This design comes from an exercise in tuning for small area, a short achievable clock period and few clock cycles per item on the open sky130 flow, not from production work. Only simulation tests tie the RTL to the original design; equivalence was not proved.

## flow/run.sh

```bash
#!/bin/bash
# synth_recipe.tcl (not shown) runs the flow's synth.tcl, then flattens the netlist and writes it again
# the make line also repeats each setting of config.mk as NAME=value (left out here)
make -C /OpenROAD-flow-scripts/flow DESIGN_CONFIG=/design/flow/config.mk WORK_HOME=/design/flow/orfs CLKGATE_MAP_FILE= SYNTH_SCRIPT=/design/flow/synth_recipe.tcl finish
```

## flow/config.mk

```make
export PLATFORM = sky130hd
export DESIGN_NAME = flash_sector_mapper
export DESIGN_NICKNAME = flash_sector_mapper
export VERILOG_FILES = /design/flow/design.v
export SDC_FILE = /design/flow/constraint.sdc
export NUM_CORES = 4
export LEC_CHECK = 0
export CAP_MARGIN = 20
export CORE_MARGIN = 2
export CORE_UTILIZATION = 40
export SLEW_MARGIN = 20
```

## flow/constraint.sdc

```tcl
create_clock -name core_clock -period 11.0 [get_ports {clk}]
set_input_delay 2.2000 -clock core_clock [delete_from_list [all_inputs] [get_ports {clk}]]
set_output_delay 2.2000 -clock core_clock [all_outputs]
set_load 0.01 [all_outputs]
```

## flow/design.v

```verilog
`timescale 1ns / 1ps
`default_nettype none
package fsmap_pkg;
    localparam int S_TDATA_W = 72;
    localparam int M_TDATA_W = 32;
    localparam int OP_W      = 2;
    localparam int PADDR_W   = 5;
    localparam int PDATA_W   = 32;
    localparam logic [23:0] REGION0_RESET = 24'h001004;
    localparam logic [23:0] REGION1_RESET = 24'h004001;
    localparam logic [23:0] REGION2_RESET = 24'h008007;
    localparam logic [23:0] REGION3_RESET = 24'h000000;
    localparam logic [31:0] BASE_RESET    = 32'h0800_0000;
    localparam logic [7:0]  FIRST_RESET   = 8'd0;
    localparam logic [4:0]  SCALE_RESET   = 5'd1;
    localparam logic [1:0] OP_ADDR  = 2'd0;
    localparam logic [1:0] OP_SIZE  = 2'd1;
    localparam logic [1:0] OP_START = 2'd2;
    localparam logic [1:0] OP_END   = 2'd3;
endpackage
`default_nettype wire
`timescale 1ns / 1ps
`default_nettype none
import fsmap_pkg::*;
module fsmap_regs
(
    input  wire                clk,
    input  wire                rst_n,
    input  wire                psel,
    input  wire                penable,
    input  wire                pwrite,
    input  wire  [PADDR_W-1:0] paddr,
    input  wire  [PDATA_W-1:0] pwdata,
    output logic [PDATA_W-1:0] prdata,
    output logic               pready,
    output logic [23:0]        region0,
    output logic [23:0]        region1,
    output logic [23:0]        region2,
    output logic [23:0]        region3,
    output logic [31:0]        base,
    output logic [7:0]         first_index,
    output logic [4:0]         scale,
    output logic               region_wr
);
    logic        wr_en;
    logic [2:0]  ridx;
    logic [31:0] rd_mux;
    assign pready    = 1'b1;
    assign wr_en     = psel && penable && pwrite;
    assign ridx      = paddr[4:2];
    assign region_wr = wr_en && !ridx[2];
    always_comb
    begin
        case (ridx)
            3'd0:    rd_mux = {8'd0, region0};
            3'd1:    rd_mux = {8'd0, region1};
            3'd2:    rd_mux = {8'd0, region2};
            3'd3:    rd_mux = {8'd0, region3};
            3'd4:    rd_mux = base;
            3'd5:    rd_mux = {24'd0, first_index};
            3'd6:    rd_mux = {27'd0, scale};
            default: rd_mux = '0;
        endcase
    end
    always_ff @(posedge clk)
    begin
        prdata <= rd_mux;
    end
    always_ff @(posedge clk or negedge rst_n)
    begin
        if (!rst_n)
        begin
            region0     <= REGION0_RESET;
            region1     <= REGION1_RESET;
            region2     <= REGION2_RESET;
            region3     <= REGION3_RESET;
            base        <= BASE_RESET;
            first_index <= FIRST_RESET;
            scale       <= SCALE_RESET;
        end
        else if (wr_en)
        begin
            case (ridx)
                3'd0: region0     <= pwdata[23:0];
                3'd1: region1     <= pwdata[23:0];
                3'd2: region2     <= pwdata[23:0];
                3'd3: region3     <= pwdata[23:0];
                3'd4: base        <= pwdata;
                3'd5: first_index <= pwdata[7:0];
                3'd6: scale       <= pwdata[4:0];
                default: ;
            endcase
        end
    end
endmodule
`default_nettype wire
`timescale 1ns / 1ps
`default_nettype none
import fsmap_pkg::*;
module fsmap_ctrl
(
    input  wire          clk,
    input  wire          rst_n,
    input  wire  [23:0]  region0,
    input  wire  [23:0]  region1,
    input  wire  [23:0]  region2,
    input  wire  [23:0]  region3,
    input  wire          region_wr,
    input  wire          adv,
    input  wire          r2_v,
    input  wire          r2_v_n,
    input  wire          r2_end,
    input  wire          r2_end_n,
    input  wire  [7:0]   r2_j,
    input  wire  [15:0]  r2_size,
    input  wire          r4_v,
    input  wire          r4_v_n,
    input  wire          r4_div,
    input  wire          r4_div_n,
    input  wire  [23:0]  r4_off,
    input  wire  [15:0]  r4_size,
    input  wire  [26:0]  pos,
    output logic         fast,
    output logic [3:0]   shf0,
    output logic [3:0]   shf1,
    output logic [3:0]   shf2,
    output logic [3:0]   shf3,
    output logic [3:0]   szero,
    output logic [9:0]   cum1,
    output logic [9:0]   cum2,
    output logic [9:0]   cum3,
    output logic [9:0]   cum4,
    output logic [25:0]  end0,
    output logic [25:0]  end1,
    output logic [25:0]  end2,
    output logic [25:0]  end3,
    output logic         pre_inject,
    output logic [7:0]   pre_cnt,
    output logic [1:0]   pre_reg,
    output logic         busy,
    output logic         busy_next,
    output logic         idle_next,
    output logic         stall,
    output logic [23:0]  acc
);
    logic [7:0]  cnt  [4];
    logic [15:0] size [4];
    logic [3:0]  live;
    logic [3:0]  pow2;
    logic [3:0]  shf_c [4];
    logic [9:0]  c1, c2, c3, c4;
    assign size[0] = region0[23:8];
    assign size[1] = region1[23:8];
    assign size[2] = region2[23:8];
    assign size[3] = region3[23:8];
    assign live[0] = |region0[7:0];
    assign live[1] = live[0] && |region1[7:0];
    assign live[2] = live[1] && |region2[7:0];
    assign live[3] = live[2] && |region3[7:0];
    assign cnt[0] = live[0] ? region0[7:0] : 8'd0;
    assign cnt[1] = live[1] ? region1[7:0] : 8'd0;
    assign cnt[2] = live[2] ? region2[7:0] : 8'd0;
    assign cnt[3] = live[3] ? region3[7:0] : 8'd0;
    assign c1 = 10'(cnt[0]);
    assign c2 = 10'(cnt[0]) + 10'(cnt[1]);
    assign c3 = c2 + 10'(cnt[2]);
    assign c4 = c2 + (10'(cnt[2]) + 10'(cnt[3]));
    function automatic logic onehot0_16(input logic [15:0] v);
        logic [7:0] a1, m1;
        logic [3:0] a2, m2;
        logic [1:0] a3, m3;
        for (int i = 0; i < 8; i++)
        begin
            a1[i] = v[2*i] | v[2*i+1];
            m1[i] = v[2*i] & v[2*i+1];
        end
        for (int i = 0; i < 4; i++)
        begin
            a2[i] = a1[2*i] | a1[2*i+1];
            m2[i] = m1[2*i] | m1[2*i+1] | (a1[2*i] & a1[2*i+1]);
        end
        for (int i = 0; i < 2; i++)
        begin
            a3[i] = a2[2*i] | a2[2*i+1];
            m3[i] = m2[2*i] | m2[2*i+1] | (a2[2*i] & a2[2*i+1]);
        end
        onehot0_16 = !(m3[0] | m3[1] | (a3[0] & a3[1]));
    endfunction
    function automatic logic [3:0] bitpos_16(input logic [15:0] v);
        logic [3:0] p;
        for (int k = 0; k < 4; k++)
        begin
            p[k] = 1'b0;
            for (int b = 0; b < 16; b++)
                if ((b >> k) & 1)
                    p[k] = p[k] | v[b];
        end
        bitpos_16 = p;
    endfunction
    always_comb
    begin
        for (int r = 0; r < 4; r++)
        begin
            shf_c[r] = bitpos_16(size[r]);
            pow2[r]  = onehot0_16(size[r]);
        end
    end
    always_ff @(posedge clk)
    begin
        fast  <= &(pow2 | ~live);
        shf0  <= shf_c[0];
        shf1  <= shf_c[1];
        shf2  <= shf_c[2];
        shf3  <= shf_c[3];
        szero <= {size[3] == 16'd0, size[2] == 16'd0, size[1] == 16'd0, size[0] == 16'd0};
        cum1  <= c1;
        cum2  <= c2;
        cum3  <= c3;
        cum4  <= c4;
    end
    typedef enum logic [2:0] {
        S_START = 3'd0,      
        S_PINJ  = 3'd1,      
        S_PMUL  = 3'd2,      
        S_PWR   = 3'd3,      
        S_IDLE  = 3'd4,
        S_QMUL  = 3'd5,      
        S_QDIV  = 3'd6,      
        S_QDONE = 3'd7       
    } st_t;
    st_t        st, st_n;
    logic [2:0] step, step_n;
    logic [1:0] r, r_n;
    logic       inj_q;
    logic [1:0] wr_r;
    logic       wr_end;
    logic        mul;
    logic        m_bit;
    logic [24:0] a_in;
    logic [24:0] b_in;
    logic [25:0] sum;
    logic        d_ge;
    assign busy       = (st == S_START) || (st == S_PINJ) || (st == S_PMUL) || (st == S_PWR);
    assign busy_next  = (st_n == S_START) || (st_n == S_PINJ) || (st_n == S_PMUL) || (st_n == S_PWR);
    assign idle_next  = (st_n == S_IDLE);
    assign pre_inject = (st == S_PINJ);
    assign pre_cnt    = cnt[r];
    assign pre_reg    = r;
    always_ff @(posedge clk or negedge rst_n)
    begin
        if (!rst_n)
            stall <= 1'b0;
        else
            stall <= !fast && ((r2_v_n && r2_end_n) || (r4_v_n && r4_div_n)) && (st_n != S_QDONE);
    end
    assign mul    = (st == S_PMUL) || (st == S_QMUL);
    assign m_bit  = r2_j[3'd7 - step];
    assign a_in   = (step == 3'd0) ? (mul ? 25'd0 : {r4_off, 1'b0}) : {acc, 1'b0};
    assign b_in   = mul ? (m_bit ? 25'(r2_size) : 25'd0) : ~{1'b0, r4_size, 8'd0};
    assign sum    = {1'b0, a_in} + {1'b0, b_in} + 26'(!mul);
    assign d_ge   = sum[25];
    always_ff @(posedge clk)
    begin
        if (mul)
            acc <= sum[23:0];
        else if (st == S_QDIV)
            acc <= d_ge ? {sum[23:8], a_in[7:1], 1'b1} : {a_in[23:1], 1'b0};
    end
    assign wr_end = fast ? inj_q : (st == S_PWR);
    always_ff @(posedge clk)
    begin
        inj_q <= pre_inject;
        wr_r  <= r;
        if (wr_end)
        begin
            case (fast ? wr_r : r)
                2'd0:    end0 <= pos[25:0];
                2'd1:    end1 <= pos[25:0];
                2'd2:    end2 <= pos[25:0];
                default: end3 <= pos[25:0];
            endcase
        end
    end
    always_comb
    begin
        st_n   = st;
        step_n = step;
        r_n    = r;
        if (region_wr)
        begin
            st_n   = S_START;
            step_n = '0;
            r_n    = '0;
        end
        else
        begin
            case (st)
                S_START:
                begin
                    r_n    = '0;
                    step_n = step + 1'b1;
                    if (step[0])
                    begin
                        step_n = '0;
                        st_n   = S_PINJ;
                    end
                end
                S_PINJ:
                begin
                    step_n = '0;
                    if (!fast)
                        st_n = S_PMUL;
                    else
                    begin
                        r_n = r + 1'b1;
                        if (r == 2'd3)
                            st_n = S_PWR;
                    end
                end
                S_PMUL, S_QMUL, S_QDIV:
                begin
                    step_n = step + 1'b1;
                    if (step == 3'd7)
                        st_n = (st == S_PMUL) ? S_PWR : S_QDONE;
                end
                S_PWR:
                begin
                    r_n = r + 1'b1;
                    if (fast || r == 2'd3)
                        st_n = S_IDLE;
                    else
                        st_n = S_PINJ;
                end
                S_IDLE:
                begin
                    step_n = '0;
                    if (!fast && r2_v && r2_end)
                        st_n = S_QMUL;
                    else if (!fast && r4_v && r4_div)
                        st_n = S_QDIV;
                end
                default:     
                begin
                    step_n = '0;
                    if (adv)
                        st_n = S_IDLE;
                end
            endcase
        end
    end
    always_ff @(posedge clk or negedge rst_n)
    begin
        if (!rst_n)
        begin
            st   <= S_START;
            step <= '0;
            r    <= '0;
        end
        else
        begin
            st   <= st_n;
            step <= step_n;
            r    <= r_n;
        end
    end
endmodule
`default_nettype wire
`timescale 1ns / 1ps
`default_nettype none
import fsmap_pkg::*;
module fsmap_dp
(
    input  wire          clk,
    input  wire          rst_n,
    input  wire  [23:0]  region0,
    input  wire  [23:0]  region1,
    input  wire  [23:0]  region2,
    input  wire  [23:0]  region3,
    input  wire  [31:0]  base,
    input  wire  [7:0]   first_index,
    input  wire  [4:0]   scale,
    input  wire          s_tvalid,
    output logic         s_tready,
    input  wire  [71:0]  s_tdata,
    input  wire  [1:0]   s_tuser,
    output logic         m_tvalid,
    input  wire          m_tready,
    output logic [31:0]  m_tdata,
    output logic         m_tuser,
    input  wire          fast,
    input  wire  [3:0]   shf0,
    input  wire  [3:0]   shf1,
    input  wire  [3:0]   shf2,
    input  wire  [3:0]   shf3,
    input  wire  [3:0]   szero,
    input  wire  [9:0]   cum1,
    input  wire  [9:0]   cum2,
    input  wire  [9:0]   cum3,
    input  wire  [9:0]   cum4,
    input  wire  [25:0]  end0,
    input  wire  [25:0]  end1,
    input  wire  [25:0]  end2,
    input  wire  [25:0]  end3,
    input  wire          pre_inject,
    input  wire  [7:0]   pre_cnt,
    input  wire  [1:0]   pre_reg,
    input  wire          busy,
    input  wire          busy_next,
    input  wire          idle_next,
    input  wire          stall,
    input  wire  [23:0]  acc,
    output logic         adv,
    output logic         r2_v,
    output logic         r2_v_n,
    output logic         r2_end,
    output logic         r2_end_n,
    output logic [7:0]   r2_j,
    output logic [15:0]  r2_size,
    output logic         r4_v,
    output logic         r4_v_n,
    output logic         r4_div,
    output logic         r4_div_n,
    output logic [23:0]  r4_off,
    output logic [15:0]  r4_size,
    output logic [26:0]  pos
);
    logic [15:0] size [4];
    logic [3:0]  shf  [4];
    assign size[0] = region0[23:8];
    assign size[1] = region1[23:8];
    assign size[2] = region2[23:8];
    assign size[3] = region3[23:8];
    assign shf[0]  = shf0;
    assign shf[1]  = shf1;
    assign shf[2]  = shf2;
    assign shf[3]  = shf3;
    logic accept;
    logic r1_v, r3_v, r5_v;
    logic [31:0] addr;
    logic [7:0]  sec;
    logic [31:0] nbytes;
    logic        is_end0;
    logic [21:0] x0;
    logic        dec0;
    logic        eq0;
    assign addr    = s_tdata[31:0];
    assign sec     = s_tdata[39:32];
    assign nbytes  = s_tdata[71:40];
    assign is_end0 = (s_tuser == OP_END);
    assign x0   = is_end0 ? nbytes[31:10] : addr[31:10];
    assign dec0 = is_end0 ? (nbytes[9:0] == 10'd0) : (addr[9:0] < base[9:0]);
    assign eq0  = is_end0 ? (nbytes[9:0] == 10'd0) : (addr[9:0] == base[9:0]);
    logic [1:0]  r1_op;
    logic [21:0] r1_x;
    logic        r1_dec;
    logic        r1_eq;
    logic [7:0]  r1_sec;
    logic        r1_is_end;
    logic [22:0] kdiff;
    logic [10:0] t1, t2, t3, t4;
    logic        sfound;
    logic [1:0]  s_reg;
    logic [7:0]  s_j;
    logic [7:0]  sh_in;
    logic [1:0]  sh_reg;
    logic [22:0] prod1;
    logic        ok1;
    assign r1_is_end = (r1_op == OP_END);
    assign kdiff     = {1'b0, r1_x} + {1'b1, ~(r1_is_end ? 22'd0 : base[31:10])} + 23'(!r1_dec);
    assign t1 = {3'd0, r1_sec} - {1'b0, cum1};
    assign t2 = {3'd0, r1_sec} - {1'b0, cum2};
    assign t3 = {3'd0, r1_sec} - {1'b0, cum3};
    assign t4 = {3'd0, r1_sec} - {1'b0, cum4};
    assign sfound = t4[10];
    always_comb
    begin
        if (t1[10])      begin s_reg = 2'd0; s_j = r1_sec;  end
        else if (t2[10]) begin s_reg = 2'd1; s_j = t1[7:0]; end
        else if (t3[10]) begin s_reg = 2'd2; s_j = t2[7:0]; end
        else             begin s_reg = 2'd3; s_j = t3[7:0]; end
    end
    assign sh_in  = busy ? pre_cnt : s_j;
    assign sh_reg = busy ? pre_reg : s_reg;
    assign prod1  = !fast ? 23'(sh_in)
                  : (szero[sh_reg] || !(r1_is_end || busy)) ? 23'd0
                  : 23'({15'd0, sh_in} << shf[sh_reg]);
    always_comb
    begin
        case (r1_op)
            OP_ADDR:  ok1 = 1'b1;
            OP_SIZE:  ok1 = sfound;
            OP_START: ok1 = !kdiff[22] && r1_eq;
            default:  ok1 = sfound && !((r1_x == 22'd0) && r1_eq);
        endcase
    end
    logic [1:0]  r2_op;
    logic [21:0] r2_k;
    logic [22:0] r2_prod;
    logic [1:0]  r2_reg;
    logic [3:0]  r2_oh;
    logic        r2_ok;
    logic [25:0] e_before;
    logic [23:0] prod2;
    assign r2_end  = (r2_op == OP_END);
    assign r2_j    = r2_prod[7:0];
    assign r2_size = size[r2_reg];
    assign e_before = ({26{r2_oh[1] && r2_end}} & end0)
                    | ({26{r2_oh[2] && r2_end}} & end1)
                    | ({26{r2_oh[3] && r2_end}} & end2);
    assign prod2 = fast ? 24'(r2_prod) : (r2_end ? acc : 24'd0);
    assign pos   = 27'(e_before) + 27'(prod2) + 27'(r2_k);
    logic [1:0]  r3_op;
    logic [26:0] r3_pos;
    logic [1:0]  r3_reg;
    logic        r3_ok;
    logic [27:0] dm0, dm1, dm2;
    logic        found;
    logic [1:0]  p_reg;
    logic [23:0] p_off;
    logic        ok3;
    assign dm0   = {1'b0, r3_pos} - 28'(end0);
    assign dm1   = {1'b0, r3_pos} - 28'(end1);
    assign dm2   = {1'b0, r3_pos} - 28'(end2);
    assign found = (r3_pos < 27'(end3));
    always_comb
    begin
        if (dm0[27])      begin p_reg = 2'd0; p_off = r3_pos[23:0]; end
        else if (dm1[27]) begin p_reg = 2'd1; p_off = dm0[23:0];    end
        else if (dm2[27]) begin p_reg = 2'd2; p_off = dm1[23:0];    end
        else              begin p_reg = 2'd3; p_off = dm2[23:0];    end
    end
    assign ok3 = (r3_op == OP_SIZE) ? r3_ok : (r3_ok && found);
    logic [1:0]  r4_op;
    logic [1:0]  r4_reg;
    logic [3:0]  r4_oh;
    logic        r4_ok;
    logic [3:0]  sh4;
    logic [7:0]  quo;
    logic        rem_zero;
    logic [9:0]  before4;
    logic [10:0] idx;
    assign r4_div  = (r4_op != OP_SIZE);
    assign r4_size = size[r4_reg];
    assign sh4     = ({4{r4_oh[0]}} & shf0) | ({4{r4_oh[1]}} & shf1)
                   | ({4{r4_oh[2]}} & shf2) | ({4{r4_oh[3]}} & shf3);
    assign before4 = ({10{r4_oh[1]}} & cum1) | ({10{r4_oh[2]}} & cum2) | ({10{r4_oh[3]}} & cum3);
    assign quo      = fast ? 8'(r4_off >> sh4) : acc[7:0];
    assign rem_zero = fast ? ((r4_off & ~(24'hFF_FFFF << sh4)) == 24'd0)
                           : (acc[23:8] == 16'd0);
    assign idx      = ((r4_op == OP_ADDR) ? 11'(first_index) : 11'd0) + 11'(before4) + 11'(quo);
    logic [1:0]  r5_op;
    logic [10:0] r5_idx;
    logic [1:0]  r5_reg;
    logic        r5_ok;
    logic        r5_rz;
    logic [15:0] scaled;
    logic [15:0] ans;
    logic        vres;
    assign scaled = 16'(r5_idx) * 16'(scale);
    always_comb
    begin
        case (r5_op)
            OP_ADDR:  begin ans = r5_ok ? scaled : 16'd0;         vres = r5_ok; end
            OP_SIZE:  begin ans = r5_ok ? size[r5_reg] : 16'd0;   vres = r5_ok; end
            OP_START: begin ans = 16'(r5_ok && r5_rz);            vres = 1'b1;  end
            default:  begin ans = r5_ok ? 16'(r5_idx) : 16'd0;    vres = r5_ok; end
        endcase
    end
    logic        hv, kv;
    logic [15:0] h_ans, k_ans;
    logic        h_vr, k_vr;
    logic        pop, push;
    logic        hv_n, kv_n;
    assign pop  = hv && m_tready;
    assign push = adv && r5_v;
    always_comb
    begin
        hv_n = hv;
        kv_n = kv;
        if (pop)
        begin
            hv_n = kv || push;
            kv_n = kv && push;
        end
        else if (push)
        begin
            hv_n = 1'b1;
            kv_n = hv;
        end
    end
    always_ff @(posedge clk)
    begin
        if (pop ? (kv || push) : (push && !hv))
        begin
            h_ans <= (pop && kv) ? k_ans : ans;
            h_vr  <= (pop && kv) ? k_vr  : vres;
        end
        if (push && (pop ? kv : hv))
        begin
            k_ans <= ans;
            k_vr  <= vres;
        end
    end
    assign m_tvalid = hv;
    assign m_tdata  = {16'd0, h_ans};
    assign m_tuser  = h_vr;
    logic r1_v_n, r3_v_n, r5_v_n;
    logic s_tready_n;
    assign adv    = !kv && !stall;
    assign r2_end_n = pre_inject ? 1'b1 : ((adv && !busy) ? (r1_op == OP_END) : r2_end);
    assign r4_div_n = adv ? (r3_op != OP_SIZE) : r4_div;
    assign accept = s_tvalid && s_tready;
    assign r1_v_n = adv ? accept : r1_v;
    assign r2_v_n = adv ? r1_v   : r2_v;
    assign r3_v_n = adv ? r2_v   : r3_v;
    assign r4_v_n = adv ? r3_v   : r4_v;
    assign r5_v_n = adv ? r4_v   : r5_v;
    assign s_tready_n = !kv_n && !busy_next
                     && (fast || (idle_next && !r1_v_n && !r2_v_n && !r3_v_n && !r4_v_n && !r5_v_n));
    always_ff @(posedge clk or negedge rst_n)
    begin
        if (!rst_n)
        begin
            r1_v     <= 1'b0;
            r2_v     <= 1'b0;
            r3_v     <= 1'b0;
            r4_v     <= 1'b0;
            r5_v     <= 1'b0;
            hv       <= 1'b0;
            kv       <= 1'b0;
            s_tready <= 1'b0;
        end
        else
        begin
            r1_v     <= r1_v_n;
            r2_v     <= r2_v_n;
            r3_v     <= r3_v_n;
            r4_v     <= r4_v_n;
            r5_v     <= r5_v_n;
            hv       <= hv_n;
            kv       <= kv_n;
            s_tready <= s_tready_n;
        end
    end
    always_ff @(posedge clk)
    begin
        if (adv)
        begin
            r1_op  <= s_tuser;
            r1_x   <= x0;
            r1_dec <= dec0;
            r1_eq  <= eq0;
            r1_sec <= sec;
        end
        if (pre_inject || (adv && !busy))
        begin
            r2_op   <= pre_inject ? OP_END : r1_op;
            r2_k    <= pre_inject ? 22'd0 : kdiff[21:0];
            r2_prod <= prod1;
            r2_reg  <= pre_inject ? pre_reg : s_reg;
            r2_oh   <= 4'd1 << (pre_inject ? pre_reg : s_reg);
            r2_ok   <= ok1;
        end
        if (adv)
        begin
            r3_op  <= r2_op;
            r3_pos <= pos;
            r3_reg <= r2_reg;
            r3_ok  <= r2_ok;
            r4_op  <= r3_op;
            r4_off <= p_off;
            r4_reg <= (r3_op == OP_SIZE) ? r3_reg : p_reg;
            r4_oh  <= 4'd1 << ((r3_op == OP_SIZE) ? r3_reg : p_reg);
            r4_ok  <= ok3;
            r5_op  <= r4_op;
            r5_idx <= idx;
            r5_reg <= r4_reg;
            r5_ok  <= r4_ok;
            r5_rz  <= rem_zero;
        end
    end
endmodule
`default_nettype wire
`timescale 1ns / 1ps
`default_nettype none
import fsmap_pkg::*;
module flash_sector_mapper
(
    input  wire                  clk,
    input  wire                  rst_n,
    input  wire                  s_tvalid,
    output logic                 s_tready,
    input  wire  [S_TDATA_W-1:0] s_tdata,    
    input  wire  [OP_W-1:0]      s_tuser,    
    output logic                 m_tvalid,
    input  wire                  m_tready,
    output logic [M_TDATA_W-1:0] m_tdata,    
    output logic                 m_tuser,    
    input  wire                  psel,
    input  wire                  penable,
    input  wire                  pwrite,
    input  wire  [PADDR_W-1:0]   paddr,
    input  wire  [PDATA_W-1:0]   pwdata,
    output logic [PDATA_W-1:0]   prdata,
    output logic                 pready
);
    logic [23:0] region0, region1, region2, region3;
    logic [31:0] base;
    logic [7:0]  first_index;
    logic [4:0]  scale;
    logic        region_wr;
    logic        fast;
    logic [3:0]  shf0, shf1, shf2, shf3, szero;
    logic [9:0]  cum1, cum2, cum3, cum4;
    logic [25:0] end0, end1, end2, end3;
    logic        pre_inject;
    logic [7:0]  pre_cnt;
    logic [1:0]  pre_reg;
    logic        busy, busy_next, idle_next, stall;
    logic [23:0] acc;
    logic        adv, r2_v, r2_v_n, r2_end, r2_end_n, r4_v, r4_v_n, r4_div, r4_div_n;
    logic [7:0]  r2_j;
    logic [15:0] r2_size, r4_size;
    logic [23:0] r4_off;
    logic [26:0] pos;
    fsmap_regs u_regs (
        .clk         (clk),
        .rst_n       (rst_n),
        .psel        (psel),
        .penable     (penable),
        .pwrite      (pwrite),
        .paddr       (paddr),
        .pwdata      (pwdata),
        .prdata      (prdata),
        .pready      (pready),
        .region0     (region0),
        .region1     (region1),
        .region2     (region2),
        .region3     (region3),
        .base        (base),
        .first_index (first_index),
        .scale       (scale),
        .region_wr   (region_wr)
    );
    fsmap_ctrl u_ctrl (
        .clk        (clk),
        .rst_n      (rst_n),
        .region0    (region0),
        .region1    (region1),
        .region2    (region2),
        .region3    (region3),
        .region_wr  (region_wr),
        .adv        (adv),
        .r2_v       (r2_v),
        .r2_v_n     (r2_v_n),
        .r2_end     (r2_end),
        .r2_end_n   (r2_end_n),
        .r2_j       (r2_j),
        .r2_size    (r2_size),
        .r4_v       (r4_v),
        .r4_v_n     (r4_v_n),
        .r4_div     (r4_div),
        .r4_div_n   (r4_div_n),
        .r4_off     (r4_off),
        .r4_size    (r4_size),
        .pos        (pos),
        .fast       (fast),
        .shf0       (shf0),
        .shf1       (shf1),
        .shf2       (shf2),
        .shf3       (shf3),
        .szero      (szero),
        .cum1       (cum1),
        .cum2       (cum2),
        .cum3       (cum3),
        .cum4       (cum4),
        .end0       (end0),
        .end1       (end1),
        .end2       (end2),
        .end3       (end3),
        .pre_inject (pre_inject),
        .pre_cnt    (pre_cnt),
        .pre_reg    (pre_reg),
        .busy       (busy),
        .busy_next  (busy_next),
        .idle_next  (idle_next),
        .stall      (stall),
        .acc        (acc)
    );
    fsmap_dp u_dp (
        .clk         (clk),
        .rst_n       (rst_n),
        .region0     (region0),
        .region1     (region1),
        .region2     (region2),
        .region3     (region3),
        .base        (base),
        .first_index (first_index),
        .scale       (scale),
        .s_tvalid    (s_tvalid),
        .s_tready    (s_tready),
        .s_tdata     (s_tdata),
        .s_tuser     (s_tuser),
        .m_tvalid    (m_tvalid),
        .m_tready    (m_tready),
        .m_tdata     (m_tdata),
        .m_tuser     (m_tuser),
        .fast        (fast),
        .shf0        (shf0),
        .shf1        (shf1),
        .shf2        (shf2),
        .shf3        (shf3),
        .szero       (szero),
        .cum1        (cum1),
        .cum2        (cum2),
        .cum3        (cum3),
        .cum4        (cum4),
        .end0        (end0),
        .end1        (end1),
        .end2        (end2),
        .end3        (end3),
        .pre_inject  (pre_inject),
        .pre_cnt     (pre_cnt),
        .pre_reg     (pre_reg),
        .busy        (busy),
        .busy_next   (busy_next),
        .idle_next   (idle_next),
        .stall       (stall),
        .acc         (acc),
        .adv         (adv),
        .r2_v        (r2_v),
        .r2_v_n      (r2_v_n),
        .r2_end      (r2_end),
        .r2_end_n    (r2_end_n),
        .r2_j        (r2_j),
        .r2_size     (r2_size),
        .r4_v        (r4_v),
        .r4_v_n      (r4_v_n),
        .r4_div      (r4_div),
        .r4_div_n    (r4_div_n),
        .r4_off      (r4_off),
        .r4_size     (r4_size),
        .pos         (pos)
    );
endmodule
`default_nettype wire
```

==> results.sh, run 1 <==
export IMPL_dr_total_vias=31600
export IMPL_hold_viol_final=0
export IMPL_drv_slew=0
export IMPL_via_per_inst=5.71
export IMPL_crit_chain="buf_4 -> inv_1 -> and3_1 -> a21oi_1 -> fa_1 -> inv_1 -> ha_1 -> inv_1 -> fa_1 -> nor2b_1 -> o21ai_0 -> a21oi_1 -> o21ai_0 -> a21oi_1 -> a221oi_1 -> o21ai_0 -> nor3_1 -> o21bai_1 -> a21oi_1 -> xnor2_1"
export IMPL_num_rows=116
export IMPL_syn_inst=4027
export IMPL_yosysTopAreaCell="edfxtp_1"
export IMPL_final_min_clock_period_ps=6260
export IMPL_dr_pass1_iters=6
export IMPL_cp_common_cell="a21oi_1"
export IMPL_netlist_area_sq_mm=0.0407
export IMPL_routed_wirelength_um=126000
export IMPL_drcViolationCount=0
export IMPL_grt_max_degree=65
export IMPL_grt_first_pass_wirelength_um=190000
export IMPL_cp_slowest_cell="o21ai_0"
export IMPL_ys_ff_latch=582
export IMPL_cts_buffers=67
export IMPL_portBuffers=166
export IMPL_initial_core_util=0.405
export IMPL_area_growth_syn_to_layout_pct=13.0
export IMPL_fmax_mhz=160
export IMPL_cp_max_fo=60
export IMPL_crit_path_end_kind="flip-flop"
export IMPL_critPathMaxStageDelay_ps=740
export IMPL_grt_usage=0.241
export IMPL_synth_common_cells="366 x inv_1, 331 x edfxtp_1, 319 x nand2_1, 288 x ha_1, 258 x a21oi_1"
export IMPL_status="no timing/DRC/antenna violations"
export IMPL_stdcell_count=5537
export IMPL_fin_tns_setup_ps=0
export IMPL_wl_per_cell_um=22.8
export IMPL_synthArstFlopShare=0.271
export IMPL_skew_ps=28.6
export IMPL_crit_type="flip-flop to flip-flop"
export IMPL_drive_above_1_share=0.124
export IMPL_worst_skew_pair_late_latency_ps=620
export IMPL_hpwl_um=95800
export IMPL_relSlewSlack=0.310
export IMPL_design_area_sq_mm=0.0459
export IMPL_ios=186
export IMPL_cts_root_buf="clkbuf_16"
export IMPL_synth_top_cell_area_share=0.244
export IMPL_fillers=9599
export IMPL_first_iter_violations=2756
export IMPL_post_cts_resized=0
export IMPL_post_cts_setup_buffers=0
export IMPL_synth_main_ff_cell="edfxtp_1"
export IMPL_finalCritPeriodShare=0.569
export IMPL_largest_registers="u_regs.base: 32 flops, u_regs.prdata: 32 flops, u_dp.r3_pos: 27 flops"
export IMPL_cts_sinks=582
export IMPL_gr_total_overflow=0
export IMPL_dpl_instance_area_sq_mm=0.0436
export IMPL_yosysWarnings=8
export IMPL_cap_violations=0
export IMPL_cp_required_ps=11380
export IMPL_rsz0062_at_grt="false"
export IMPL_ant_nets=0
export IMPL_final_net_count=4605
export IMPL_synth_top_cells_by_area="edfxtp_1 24%, dfrtp_1 9.1%, ha_1 8.9%"
export IMPL_hp_class="flip-flop to flip-flop"
export IMPL_ctsHoldBuffers=0
export IMPL_cts_tree="yes"
export IMPL_worst_slew_pin_slew_ps=1020
export IMPL_place_gp_congestion=0.968
export IMPL_clockBufferDepth=3
export IMPL_seq_area_frac_synth=0.388
export IMPL_setup_ws_ps=4740
export IMPL_ff2ff_path_depth=20
export IMPL_pre_cts_ws_ps=4860
export IMPL_core_area_sq_mm=0.100
export IMPL_synth_enable_flop_cells=331
export IMPL_yosysUniqueCellTypes=108
export IMPL_holdPathStages=0
export IMPL_startpoint_type="flip-flop"
export IMPL_dpl_cell_count=5414
export IMPL_cts_max_level=3
export IMPL_antenna_found_initial=5
export IMPL_syn_area_per_cell_sq_um=10.1
export IMPL_floorplan_die_width_um=323
export IMPL_die_h_um=323
export IMPL_yosys_cell_count_top_type="inv_1"
export IMPL_setup_violations=0
export IMPL_critPathArrivalTime_ps=6640
export IMPL_grt_pass1_vias=30400
export IMPL_die_area_sq_mm=0.104
export IMPL_path_clk_slew_ps=60
cells by family (layout without fill, tap and decap cells):
kind of cell / Yosys count / in the layout / synth area share
simple gates: 1059 / 1059 / 0.128
compound gates: 959 / 959 / 0.155
flops: 582 / 582 / 0.388
buf+inv: 560 / 696 / 0.0551
fa+ha+maj: 362 / 362 / 0.125
mux: 344 / 344 / 0.115
xor+xnor: 159 / 159 / 0.0343
other cells: 2 / 19 / 0.000185
worst max-delay path: cells and delay by family (launching register included):
kind | cells | cell delay, ps
AO/OA/AOI/OAI | 9 | 2400
XOR/XNOR | 1 | 310
adder cells (fa/ha/maj) | 3 | 1070
buffers and inverters | 4 | 1250
flip-flops | 1 | 310
AND/OR/NAND/NOR | 3 | 620
layout by cell type (no fill, tap or decap), drive strengths merged, types with 101 or more instances in the layout:
cell type      netlist  routed
ha                 288     288
o21ai              225     225
xnor2              101     101
dfrtp              148     148
edfxtp             331     331
mux2               222     222
nor2               246     246
clkdlybuf4s50        0     163
nand2              319     319
a21oi              261     261
inv                368     374
final cells by class:
class | count | area (sq um) | area share
Multi-Input combinational cell | 2900 | 22800 | 0.496
Timing Repair Buffer | 208 | 1980 | 0.0430
Inverter | 368 | 1380 | 0.0301
Clock buffer | 88 | 1890 | 0.0411
Tap cell | 1357 | 1700 | 0.0370
Clock inverter | 32 | 447 | 0.00973
Antenna cell | 2 | 5.00 | 0.000109
Sequential cell | 582 | 15800 | 0.343
path summary, 6_finish.rpt:
kind | start | to | slack (ps)
max in group asynchronous | rst_n | u_regs.region1[9] | 7510
setup reg to reg | u_ctrl.fast | u_dp.r3_pos[25] | 4740
min in group asynchronous | rst_n | u_regs.base[16] | 1500
hold reg to reg | u_dp.r4_ok | u_dp.r5_ok | 430
hold / removal | u_dp.r4_ok | u_dp.r5_ok | 430
setup / recovery | u_ctrl.fast | u_dp.r3_pos[25] | 4740
routing by layer:
metal / track usage / up-vias / part of all wire
li1: - / 14800 / -
met1: 0.331 / 15500 / 0.44
met2: 0.382 / 1076 / 0.46
met3: 0.0350 / 238 / 0.061
met4: 0.0933 / 4 / 0.040
met5: 0 / - / 0.00021
metrics by stage:
stage | utilization | hold WS, ps
floorplan | - | 400
global placement | 0.434 | 410
detailed placement | 0.434 | 426
CTS | 0.457 | 432
global route | 0.457 | 433
finish | 0.457 | 430
Testbench counts, summed over its fixed seeds: cycles 4,992, queries 4,800.
==> run 2, diff against run 1 <==
==> flow/flow/run.sh (new file) <==
#!/bin/bash
set -euo pipefail
export SETUP_SLACK_MARGIN=7
bash standard.sh > run.log 2>&1
==> flow/standard.sh (new file) <==
#!/bin/bash
# synth_recipe.tcl (not shown) runs the flow's synth.tcl, then flattens the netlist and writes it again
# the make line also repeats each setting of config.mk as NAME=value (left out here)
make -C /OpenROAD-flow-scripts/flow DESIGN_CONFIG=/design/flow/config.mk WORK_HOME=/design/flow/orfs CLKGATE_MAP_FILE= SYNTH_SCRIPT=/design/flow/synth_recipe.tcl "${@:-finish}"
removed: flow/run.sh
==> run 2 against run 1 <==
  * Still clean on timing, DRC and antenna
  * Register-to-register slack improved by 1600 ps
  * Routed wire length increased by 4.9%
  * Critical path depth decreased by 4
  * Critical endpoint is now u_dp.h_ans[13]
  * Non-clock buffer count increased by 202
  * Largest cell class unchanged
==> results.sh, run 2 <==
export IMPL_largest_registers="u_regs.base: 32 flops, u_regs.prdata: 32 flops, u_dp.r3_pos: 27 flops"
export IMPL_die_area_sq_mm=0.104
export IMPL_dr_total_vias=32700
export IMPL_via_per_inst=5.70
export IMPL_first_iter_violations=2902
export IMPL_antenna_found_initial=8
export IMPL_critPathMaxStageDelay_ps=580
export IMPL_yosysUniqueCellTypes=108
export IMPL_syn_inst=4027
export IMPL_yosys_cell_count_top_type="inv_1"
export IMPL_timing_rr_start="u_regs.scale[2]"
export IMPL_crit_start="u_regs.scale[2]"
export IMPL_cap_violations=0
export IMPL_place_gp_congestion=0.955
export IMPL_use_met1=0.337
export IMPL_synth_main_ff_cell="edfxtp_1"
export IMPL_netlist_area_sq_mm=0.0407
export IMPL_met3_usage=0.0435
export IMPL_status="no timing/DRC/antenna violations"
export IMPL_ios=186
export IMPL_core_area_sq_mm=0.100
export IMPL_portBuffers=166
export IMPL_relSlewSlack=0.283
export IMPL_die_h_um=323
export IMPL_hp_class="flip-flop to flip-flop"
export IMPL_final_min_clock_period_ps=4620
export IMPL_drcViolationCount=0
export IMPL_cts_tree="yes"
export IMPL_clockBufferDepth=3
export IMPL_cp_required_ps=11410
export IMPL_path_clk_slew_ps=70
export IMPL_cts_root_buf="clkbuf_16"
export IMPL_ys_ff_latch=582
export IMPL_grt_pass1_vias=31800
export IMPL_hold_ws_ps=418
export IMPL_dr_pass1_iters=8
export IMPL_grt_max_degree=88
export IMPL_grt_util_met2=0.396
export IMPL_cp_endpoint="u_dp.h_ans[13]"
export IMPL_finalCritPeriodShare=0.420
export IMPL_design_area_sq_mm=0.0496
export IMPL_synth_common_cells="366 x inv_1, 331 x edfxtp_1, 319 x nand2_1, 288 x ha_1, 258 x a21oi_1"
export IMPL_hpwl_um=93700
export IMPL_yosysWarnings=8
export IMPL_worst_slew_pin_slew_ps=1060
export IMPL_worst_r2r_setup_slack_ps=6380
export IMPL_gr_total_overflow=0
export IMPL_fmax_mhz=217
export IMPL_seq_area_frac_synth=0.388
export IMPL_cp_slowest_cell="dfrtp_4"
export IMPL_cts_buffers=61
export IMPL_critPathArrivalTime_ps=5030
export IMPL_drive_above_1_share=0.232
export IMPL_dpl_cell_count=5414
export IMPL_final_net_count=4808
export IMPL_crit_path_end_kind="flip-flop"
export IMPL_stdcell_count=5743
export IMPL_num_rows=116
export IMPL_synth_enable_flop_cells=331
export IMPL_synth_top_cells_by_area="edfxtp_1 24%, dfrtp_1 9.1%, ha_1 8.9%"
export IMPL_ant_nets=0
export IMPL_synth_top_cell_area_share=0.244
export IMPL_setup_violations=0
export IMPL_grt_busiest_layer="met2"
export IMPL_startpoint_type="flip-flop"
export IMPL_mostFrequentLayoutCell="inv_1"
export IMPL_cp_max_fo=7
export IMPL_cts_sinks=582
export IMPL_ff2ff_path_depth=16
export IMPL_dpl_instance_area_sq_mm=0.0438
export IMPL_cts_max_level=2
export IMPL_worst_skew_pair_late_latency_ps=670
export IMPL_cp_common_cell="fa_1"
export IMPL_hold_viol_final=0
export IMPL_crit_chain="and2_4 -> fa_1 -> fa_1 -> inv_1 -> fa_1 -> inv_2 -> ha_4 -> a2111oi_4 -> nor3_2 -> a41o_1 -> o41ai_4 -> buf_4 -> xor2_1 -> o21ai_1 -> and2_1 -> mux2_2"
export IMPL_grt_usage=0.249
export IMPL_yosysTopAreaCell="edfxtp_1"
export IMPL_r2r_end="u_dp.h_ans[13]"
export IMPL_mostFrequentLayoutCells="348 x inv_1, 331 x edfxtp_1, 298 x nand2_1, 254 x ha_1, 223 x nor2_1"
export IMPL_skew_ps=29.2
export IMPL_routed_wirelength_um=133000
export IMPL_floorplan_die_width_um=323
export IMPL_drv_slew=0
export IMPL_ctsHoldBuffers=0
export IMPL_syn_area_per_cell_sq_um=10.1
export IMPL_grt_first_pass_wirelength_um=197000
export IMPL_crit_type="flip-flop to flip-flop"
export IMPL_initial_core_util=0.405
export IMPL_wl_per_cell_um=23.1
export IMPL_rsz0062_at_grt="true"
export IMPL_area_growth_syn_to_layout_pct=22.0
export IMPL_fin_tns_setup_ps=0
export IMPL_synthArstFlopShare=0.271
-- run 2: worst min-delay path by stage --
stage	from	endpoint	depth (start not counted)
finish	u_dp.r4_ok	u_dp.r5_ok	0
global route	u_dp.r4_ok	u_dp.r5_ok	0
CTS	u_dp.r4_ok	u_dp.r5_ok	0
detailed placement	u_dp.r4_ok	u_dp.r5_ok	0
global placement	u_dp.r2_ok	u_dp.r3_ok	0
floorplan	u_dp.r2_ok	u_dp.r3_ok	0
-- run 2: critical path, delay by kind of cell (launching register included) --
kind / cells / cell delay [ps]
simple gates: 3 / 460
mux: 1 / 250
flops: 1 / 580
xor+xnor: 1 / 140
compound gates: 4 / 930
buf+inv: 3 / 260
fa+ha+maj: 4 / 1730
-- run 2: layout make-up --
class / count / area (sq um)
Antenna cell: 4 / 10.0
Inverter: 368 / 1390
Tap cell: 1357 / 1700
Fill cell: 9214 / 50800
Clock inverter: 41 / 458
Multi-Input combinational cell: 2907 / 24600
Clock buffer: 74 / 1650
Timing Repair Buffer: 410 / 4010
Sequential cell: 582 / 15800
-- run 2: stage by stage --
step                setup slack [ps]   util
CTS                             6440  0.482
floorplan                       6630      -
global placement                5220  0.436
detailed placement              5140  0.436
finish                          6380  0.494
global route                    6250  0.494
-- run 2: logic make-up (layout without fill, tap and decap cells) --
family | Yosys count | in the layout | share of synthesized area
xor gates and xnor gates | 159 | 159 | 0.0343
adders and majority gates | 362 | 362 | 0.125
DFF | 582 | 582 | 0.388
buffers and inverters | 560 | 893 | 0.0551
and+or+nand+nor | 1059 | 1066 | 0.128
other | 2 | 21 | 0.000185
AOI/OAI and AO/OA | 959 | 959 | 0.155
muxes | 344 | 344 | 0.115
-- run 2: per-layer routing --
| layer | share of wire | wire length [um] |
|---|---|---|
| met3 | 0.076 | 10100 |
| met2 | 0.45 | 59700 |
| met5 | 0.00055 | 73 |
| met4 | 0.048 | 6380 |
| met1 | 0.42 | 56200 |
-- run 2: timing repair --
action                                  in CTS  in global routing
setup buffers                              142                 47
endpoints found under the setup margin     218                229
pin swaps                                   90                110
gates resized for setup                    284                188
gates cloned                                18                  1

## static timing again, ports no longer ideal
The flow's constraints put no driver on any port. The routed layouts listed below were extracted and timed again, unchanged, in two steps. Step 1 (the two cells are an assumption about what drives the block):
set clk [get_ports {clk}]
set_driving_cell -lib_cell sky130_fd_sc_hd__clkbuf_16 $clk
set_driving_cell -lib_cell sky130_fd_sc_hd__buf_2 [delete_from_list [all_inputs] $clk]
Step 2 adds t to the input delays and takes it off the output delays; t is the mean of the earliest and latest rising clock arrival at the registers after step 1. Input paths then give back, and output paths get back, about the clock's delay inside the block. Three values: ideal ports, drivers, drivers and shift; two values: the first two.
run | shift t [ns] | setup slack, ns | worst setup path after step 2
run 1 | 0.675 | 4.743 / 4.743 / 4.743 | register to register
run 2 | 0.726 | 6.384 / 6.384 / 6.384 | register to register
After both steps every run listed still meets setup and hold.
